From an optimization exercise on the open Yosys and OpenROAD flow, aimed at small area, a short achievable clock period and few clock cycles; shortcuts taken in it are not production practice.
Only simulation tests tie the RTL to the original design; equivalence was not proved.
Power figures rest on the tool's default switching activity, not on a simulated workload.

$ cat config.mk
export PLATFORM = sky130hd
export DESIGN_NAME = cfu_mac
export DESIGN_NICKNAME = cfu_mac
export VERILOG_FILES = /design/flow/design.v
export SDC_FILE = /design/flow/constraint.sdc
export NUM_CORES = 4
export LEC_CHECK = 0
export CAP_MARGIN = 20
export CORE_MARGIN = 2
export CORE_UTILIZATION = 40
export SLEW_MARGIN = 20
$ cat constraint.sdc
create_clock -name core_clock -period 10.0 [get_ports {clk_i}]
set_input_delay 2.0000 -clock core_clock [delete_from_list [all_inputs] [get_ports {clk_i}]]
set_output_delay 2.0000 -clock core_clock [all_outputs]
set_load 0.01 [all_outputs]
$ cat design.v
package cfu_mac_pkg;
  typedef enum logic [2:0] {
    OP_NOP  = 3'd0,
    OP_MAC  = 3'd1,
    OP_MACU = 3'd2,
    OP_RDL  = 3'd3,
    OP_RDH  = 3'd4,
    OP_CLR  = 3'd5,
    OP_WR   = 3'd6,
    OP_RSVD = 3'd7
  } op_e;
  typedef enum logic [1:0] {
    StIdle,
    StBusy,
    StDone
  } state_e;
  localparam int unsigned CtrlOpLsb  = 0;
  localparam int unsigned CtrlOpW    = 3;
  localparam int unsigned CtrlIdxLsb = 3;
  localparam int unsigned CtrlIdxW   = 5;
endpackage
module cfu_mac_mul_iter #(
  parameter int unsigned XLEN    = 32,
  parameter int unsigned MUL_BPC = 4
) (
  input  logic              clk_i,
  input  logic              rst_ni,
  input  logic              start_i,
  input  logic [XLEN-1:0]   multiplicand_i,
  input  logic [XLEN-1:0]   multiplier_i,
  output logic              done_o,
  output logic [2*XLEN-1:0] product_o
);
  localparam int unsigned K     = XLEN / MUL_BPC;
  localparam int unsigned CntW  = (K > 1) ? $clog2(K) : 1;
  localparam int unsigned ProdW = 2 * XLEN;
  logic             busy_q;
  logic [CntW-1:0]  cnt_q;
  logic [ProdW-1:0] mcand_q;
  logic [XLEN-1:0]  mplier_q;
  logic [ProdW-1:0] prod_q;
  logic [ProdW-1:0] partial;
  assign partial   = mcand_q * ProdW'(mplier_q[MUL_BPC-1:0]);
  assign done_o    = busy_q && (cnt_q == CntW'(K - 1));
  assign product_o = prod_q;
  always_ff @(posedge clk_i or negedge rst_ni) begin
    if (!rst_ni) begin
      busy_q   <= 1'b0;
      cnt_q    <= '0;
      mcand_q  <= '0;
      mplier_q <= '0;
      prod_q   <= '0;
    end else if (start_i) begin
      busy_q   <= 1'b1;
      cnt_q    <= '0;
      mcand_q  <= ProdW'(multiplicand_i);
      mplier_q <= multiplier_i;
      prod_q   <= '0;
    end else if (busy_q) begin
      prod_q   <= prod_q + partial;
      mcand_q  <= mcand_q << MUL_BPC;
      mplier_q <= mplier_q >> MUL_BPC;
      cnt_q    <= cnt_q + CntW'(1);
      if (done_o) begin
        busy_q <= 1'b0;
      end
    end
  end
endmodule
module cfu_mac #(
  parameter int unsigned XLEN    = 32,
  parameter int unsigned NUM_ACC = 4,
  parameter int unsigned MUL_BPC = 4,
  parameter int unsigned CTRL_W  = 8
) (
  input  logic              clk_i,
  input  logic              rst_ni,
  input  logic              stall_i,
  input  logic              valid_i,
  input  logic [CTRL_W-1:0] cfu_ctrl_i,
  input  logic [XLEN-1:0]   src1_i,
  input  logic [XLEN-1:0]   src2_i,
  output logic              stall_o,
  output logic [XLEN-1:0]   rslt_o
);
  localparam int unsigned AccW = 2 * XLEN;
  localparam int unsigned IdxW = (NUM_ACC > 1) ? $clog2(NUM_ACC) : 1;
  cfu_mac_pkg::state_e              state_q, state_d;
  logic [AccW-1:0]     acc_q [NUM_ACC];
  cfu_mac_pkg::op_e                 op;
  logic [IdxW-1:0]     idx;
  logic                fire, is_mac, mac_fire;
  logic                sign_in;
  logic [XLEN-1:0]     mag1, mag2;
  logic                sign_q;
  logic [IdxW-1:0]     idx_q;
  logic                mul_done;
  logic [AccW-1:0]     product, prod_fix;
  logic [AccW-1:0]     acc_rd, acc_rd_in;
  logic [AccW:0]       usum;
  logic [AccW-1:0]     sum_wrap, sum_final;
  logic                acc_we;
  logic [IdxW-1:0]     acc_widx;
  logic [AccW-1:0]     acc_wdata;
  logic                unused_ctrl;
  assign op          = cfu_mac_pkg::op_e'(cfu_ctrl_i[cfu_mac_pkg::CtrlOpLsb +: cfu_mac_pkg::CtrlOpW]);
  assign unused_ctrl = ^cfu_ctrl_i;
  if (NUM_ACC > 1) begin : g_idx
    assign idx = cfu_ctrl_i[cfu_mac_pkg::CtrlIdxLsb +: IdxW];
  end else begin : g_idx_single
    assign idx = '0;
  end
  assign fire     = valid_i && !stall_i && (state_q == cfu_mac_pkg::StIdle);
  assign is_mac   = (op == cfu_mac_pkg::OP_MAC) || (op == cfu_mac_pkg::OP_MACU);
  assign mac_fire = fire && is_mac;
  assign sign_in = (op == cfu_mac_pkg::OP_MAC) && (src1_i[XLEN-1] ^ src2_i[XLEN-1]);
  assign mag1    = ((op == cfu_mac_pkg::OP_MAC) && src1_i[XLEN-1]) ? -src1_i : src1_i;
  assign mag2    = ((op == cfu_mac_pkg::OP_MAC) && src2_i[XLEN-1]) ? -src2_i : src2_i;
  cfu_mac_mul_iter #(
    .XLEN    (XLEN),
    .MUL_BPC (MUL_BPC)
  ) u_mul (
    .clk_i          (clk_i),
    .rst_ni         (rst_ni),
    .start_i        (mac_fire),
    .multiplicand_i (mag1),
    .multiplier_i   (mag2),
    .done_o         (mul_done),
    .product_o      (product)
  );
  always_ff @(posedge clk_i or negedge rst_ni) begin
    if (!rst_ni) begin
      sign_q <= 1'b0;
      idx_q  <= '0;
    end else if (mac_fire) begin
      sign_q <= sign_in;
      idx_q  <= idx;
    end
  end
  assign acc_rd_in = acc_q[idx];
  assign acc_rd    = acc_q[idx_q];
  assign prod_fix  = sign_q ? -product : product;
  assign usum      = {1'b0, acc_rd} + {1'b0, prod_fix};
  assign sum_wrap  = usum[AccW-1:0];
  logic unused_carry;
  assign unused_carry = usum[AccW];
  assign sum_final    = sum_wrap;
  always_ff @(posedge clk_i or negedge rst_ni) begin
    if (!rst_ni) begin
      state_q <= cfu_mac_pkg::StIdle;
    end else begin
      state_q <= state_d;
    end
  end
  always_comb begin
    state_d = state_q;
    unique case (state_q)
      cfu_mac_pkg::StIdle:  if (mac_fire) state_d = cfu_mac_pkg::StBusy;
      cfu_mac_pkg::StBusy:  if (mul_done) state_d = cfu_mac_pkg::StDone;
      cfu_mac_pkg::StDone:  if (!stall_i) state_d = cfu_mac_pkg::StIdle;
      default: state_d = cfu_mac_pkg::StIdle;
    endcase
  end
  always_comb begin
    stall_o   = (state_q == cfu_mac_pkg::StBusy) || mac_fire;
    rslt_o    = '0;
    acc_we    = 1'b0;
    acc_widx  = idx;
    acc_wdata = '0;
    if (state_q == cfu_mac_pkg::StDone) begin
      rslt_o = sum_final[XLEN-1:0];
      if (!stall_i) begin
        acc_we    = 1'b1;
        acc_widx  = idx_q;
        acc_wdata = sum_final;
      end
    end else if (fire) begin
      case (op)
        cfu_mac_pkg::OP_RDL: rslt_o = acc_rd_in[XLEN-1:0];
        cfu_mac_pkg::OP_RDH: rslt_o = acc_rd_in[AccW-1:XLEN];
        cfu_mac_pkg::OP_CLR: begin
          rslt_o = acc_rd_in[XLEN-1:0];
          acc_we = 1'b1;
        end
        cfu_mac_pkg::OP_WR: begin
          acc_we    = 1'b1;
          acc_wdata = {src2_i, src1_i};
        end
        default: ;
      endcase
    end
  end
  always_ff @(posedge clk_i or negedge rst_ni) begin
    if (!rst_ni) begin
      for (int i = 0; i < NUM_ACC; i++) begin
        acc_q[i] <= '0;
      end
    end else if (acc_we) begin
      acc_q[acc_widx] <= acc_wdata;
    end
  end
endmodule
$ cat run.sh
#!/bin/bash
# synth_recipe.tcl (not shown) runs the flow's synth.tcl, then flattens the netlist and writes it again
# the make line also repeats each setting of config.mk as NAME=value (left out here)
make -C /OpenROAD-flow-scripts/flow DESIGN_CONFIG=/design/flow/config.mk WORK_HOME=/design/flow/orfs CLKGATE_MAP_FILE= SYNTH_SCRIPT=/design/flow/synth_recipe.tcl finish
==> summary.txt <==
==> through the flow <==
stage	util, %	worst slack (ps)
3_5_place_dp	42.37	2286
2_1_floorplan	-	3690
3_3_place_gp	42.37	2394
4_1_cts	44.34	1565
5_1_grt	44.37	1271
6_report	44.38	1538
==> area by class of cell <==
class	instances	area [µm²]	share of cell area, %
clock inverters	25	382.9	0.9440
flip-flops and latches	425	10650	26.25
inverters	352	1321	3.258
clock buffers	67	1416	3.492
diodes	5	12.51	0.03085
multi-input cells	3100	23920	58.97
repair buffers	142	1374	3.387
well taps	1186	1484	3.659
==> worst max-delay path: stages (launching register included) <==
cell             delay, ps
dfrtp_1                450
nor4_1                 660
nand4_1                300
or3_1                  460
or4_1                  460
nand2b_1               210
o21ai_0                210
xnor2_1                100
ha_1                   380
nand2_1                160
or3_1                  430
or2_1                  250
or3_1                  480
nand3_1                120
nand2b_1                90
o22ai_1                420
clkdlybuf4s50_1        640
==> cells in the mapped netlist, drive strengths merged, types with 25 or more instances <==
master,number
clkbuf,226
mux2i,131
o31ai,33
o22ai,34
mux4,128
a21o,65
nand2,536
o21bai,35
nor2,232
xor2,74
ha,135
nor3,36
o21ai,403
a22oi,51
fa,183
nand3,41
or3,25
dfrtp,425
and2,240
nand4,61
xnor2,169
inv,352
buf,33
a21oi,230
==> power groups by stage <==
stage | clock (mW) | sequential [mW] | combinational [mW]
after floorplan | 0 | 2.43 | 5.47
after global placement | 0 | 2.70 | 7.15
after detailed placement | 0 | 2.71 | 7.17
after global routing | 2.14 | 2.76 | 8.08
final | 2.04 | 2.70 | 7.30
after CTS | 2.08 | 2.68 | 7.24
==> sequential cells by signal (all words and copies together) (netlist names) <==
| signal | flops |
|---|---|
| acc_q | 256 |
| u_mul.mcand_q | 64 |
| u_mul.prod_q | 64 |
| u_mul.mplier_q | 32 |
| u_mul.cnt_q | 3 |
| idx_q | 2 |
| state_q | 2 |
| sign_q | 1 |
| u_mul.busy_q | 1 |
==> per-layer routing <==
layer	up-vias	global-route usage, %	share of wire [%]
met1	15250	35.92	44
li1	14110	-	-
met2	1045	39.10	44
met4	14	7.601	3.0
met5	-	0	0.065
met3	187	5.727	8.5
==> worst min path at each step <==
stage / endpoint / cells past startpoint / slack [ps] / startpoint
3_5_place_dp: acc_q[3][23] / 2 / 480 / acc_q[3][23]
6_report: acc_q[1][42] / 2 / 490 / acc_q[1][42]
5_1_grt: acc_q[3][56] / 2 / 520 / acc_q[3][56]
3_3_place_gp: acc_q[3][38] / 2 / 470 / acc_q[3][38]
2_1_floorplan: acc_q[1][38] / 2 / 460 / acc_q[1][38]
4_1_cts: acc_q[3][23] / 2 / 500 / acc_q[3][23]
==> cells by family (layout without fill, tap and decap cells) <==
group           count (synthesis)  after routing  share of synthesized area [%]
fa+ha+maj                     318            318                          14.56
buf+inv                       611            586                          6.268
flops                         425            425                          28.94
mux                           280            280                          12.06
compound gates                986            986                          16.01
simple gates                 1273           1273                          16.37
other cells                     0              5                              0
xor+xnor                      243            243                          5.791
==> key figures <==
Status
  – Status: finished clean

Power and ir drop
  – Sequential share of power: 22.4%
  – Clock power share: 16.9%
  – Worst IR drop on VDD: 172.1 µV
  – Tot Pwr: 12.04 mW
  – Sw Share: between 40 and 50%
  – Comb pwr share: 60.7%
  – Power per cell area: 296.8 nW/µm²
  – Sw power: roughly 5.9 mW
  – P_int: 6.102 mW
  – Leakage: 17.97 nW

STA
  – Rel. slew slack: 33.69%
  – Setup tns final: 0 ps
  – Final min period: 8462 ps
  – Slew Limit Fails: 0
  – RSZ-0062 raised after global routing: no
  – Layout Skew: 31.10 ps
  – Max Clk Rate: 118.2 MHz
  – Hold WS: just under 500 ps
  – Final hold vios: 0
  – Period utilization: between 80% and 90%
  – Worst Tran Pin Value: 994.7 ps
  – # setup viols final: 0

Yosys
  – Primary FF master, synth: dfrtp_1
  – Synth area leader: dfrtp_1
  – Post-synth EDFFs: 0
  – Register area share after synthesis: 28.94%
  – Mapped Area: 36750 µm²
  – Async SR Flop Fraction: 100.0%
  – Post-Syn Instances: 4136
  – Avg Inst Size Synth: 8.886 µm²
  – Top cell type's share of synthesized area: 28.94%
  – Synthesized flop and latch total: 425
  – Synth warn: 3
  – Synth cell types: 77
  – Dominant cells by area after synthesis: dfrtp_1, fa_1, mux4_2
  – Syn_nets: 4530

Finish
  – Filler Cells Inserted: 8983
  – Non-filler cells, final: ~5300
  – Final Cell Area: 40560 µm²
  – Area Growth Syn to Fin: 10.35%
  – Share of cells above drive strength 1: 7.565%
  – Layout Nets: 4466
  – Most common library cell in the layout ignoring fill and taps: nand2_1
  – Most frequent cells in the layout: nand2_1, dfrtp_1, o21ai_0, inv_1, and2_1

Detailed routing
  – Final WL: 120.0 mm
  – Via count: 30610
  – Routed Antenna Nets: 0
  – Residual DRC: 0
  – Drt pass-1 iters: 7
  – Drt wl/cell: 22.62 µm
  – Via-per-instance ratio: 5.773
  – Iteration-0 DRC Markers: 2870

Critical path
  – Reg2reg path depth: 19
  – Setup crit end: rslt_o[30]
  – Setup crit start: u_mul.prod_q[11]
  – Worst EP required: roughly 8000 ps
  – CP max FO: 5
  – R2R Setup Slk: 3260 ps
  – CP Capture Type: output pin
  – Crit path DAT: 6460 ps
  – Worst R2R End: acc_q[2][54]
  – CP Launch Type: flip-flop
  – Crit Path Category: reg -> out
  – FF-to-FF Start: u_mul.prod_q[11]

CTS
  – CTS buffer count: 51
  – Clock Path Buffers: 3
  – CTS tree: built
  – Hold buffers post-CTS: 0
  – CTS H-Tree Depth: 2
  – CTS root buf: clkbuf_16
  – Clk Latency, worst-skew pair: 650 ps
  – Clk sinks: about 430
  – Post-CTS Resized: 0
  – CTS clock-pin slew for the worst setup and hold paths: 60 ps
  – Post-CTS Setup Bufs: 0

Global route
  – Initial antenna violation count: 12
  – Remaining Overflow, GRT: 0
  – Vias in the first global route: between 20000 and 30000
  – Tot GR Track Use: roughly 25%
  – First-pass GRT wire length: 185.1 mm
  – Largest net degree at the start of global routing: approximately 200

Die
  – Num rows: ~110
  – Die area: between 90000 and 100000 µm²
  – CORE AREA: 91390 µm²
  – Top Ports: 109
  – Initial Utilization: 40.22%
  – Die width: 307.1 µm
  – Die Ht: around 300 µm

Place
  – DP HPWL: just under 90 mm
  – Port Buf Inserts: 105
  – Placed Instances: 5204
  – GP Congestion: 0.9710
  – Placed instance area: 38720 µm²

Flow run
  – Max Cap Viol: 0

Min path
  – Hold Path Class: reg -> reg
Testbench counts, summed over its fixed seeds: cycles 38,825.

what the ideal ports hide:
The results above use ideal ports. As a check the final layout listed here was re-extracted and re-timed, cells and wires unchanged. Step 1 assumes that a clkbuf_16 drives the clock port and a buf_2 every other input. Step 2 adds t to the input delays and takes it off the output delays; t is the mean of the earliest and latest rising clock arrival at the registers after step 1. Input paths then give back, and output paths get back, about the clock's delay inside the block. Slacks: ideal ports / drivers / drivers and shift; pairs: ideal ports / drivers.
t (ns): 0.704
setup slack, ns: 1.538 / 1.469 / 2.173
worst setup path at the end: register to output
After both steps setup and hold are still met in this run. The setup slack of this run moves by -0.069 ns with the drivers and by +0.635 ns with both steps.
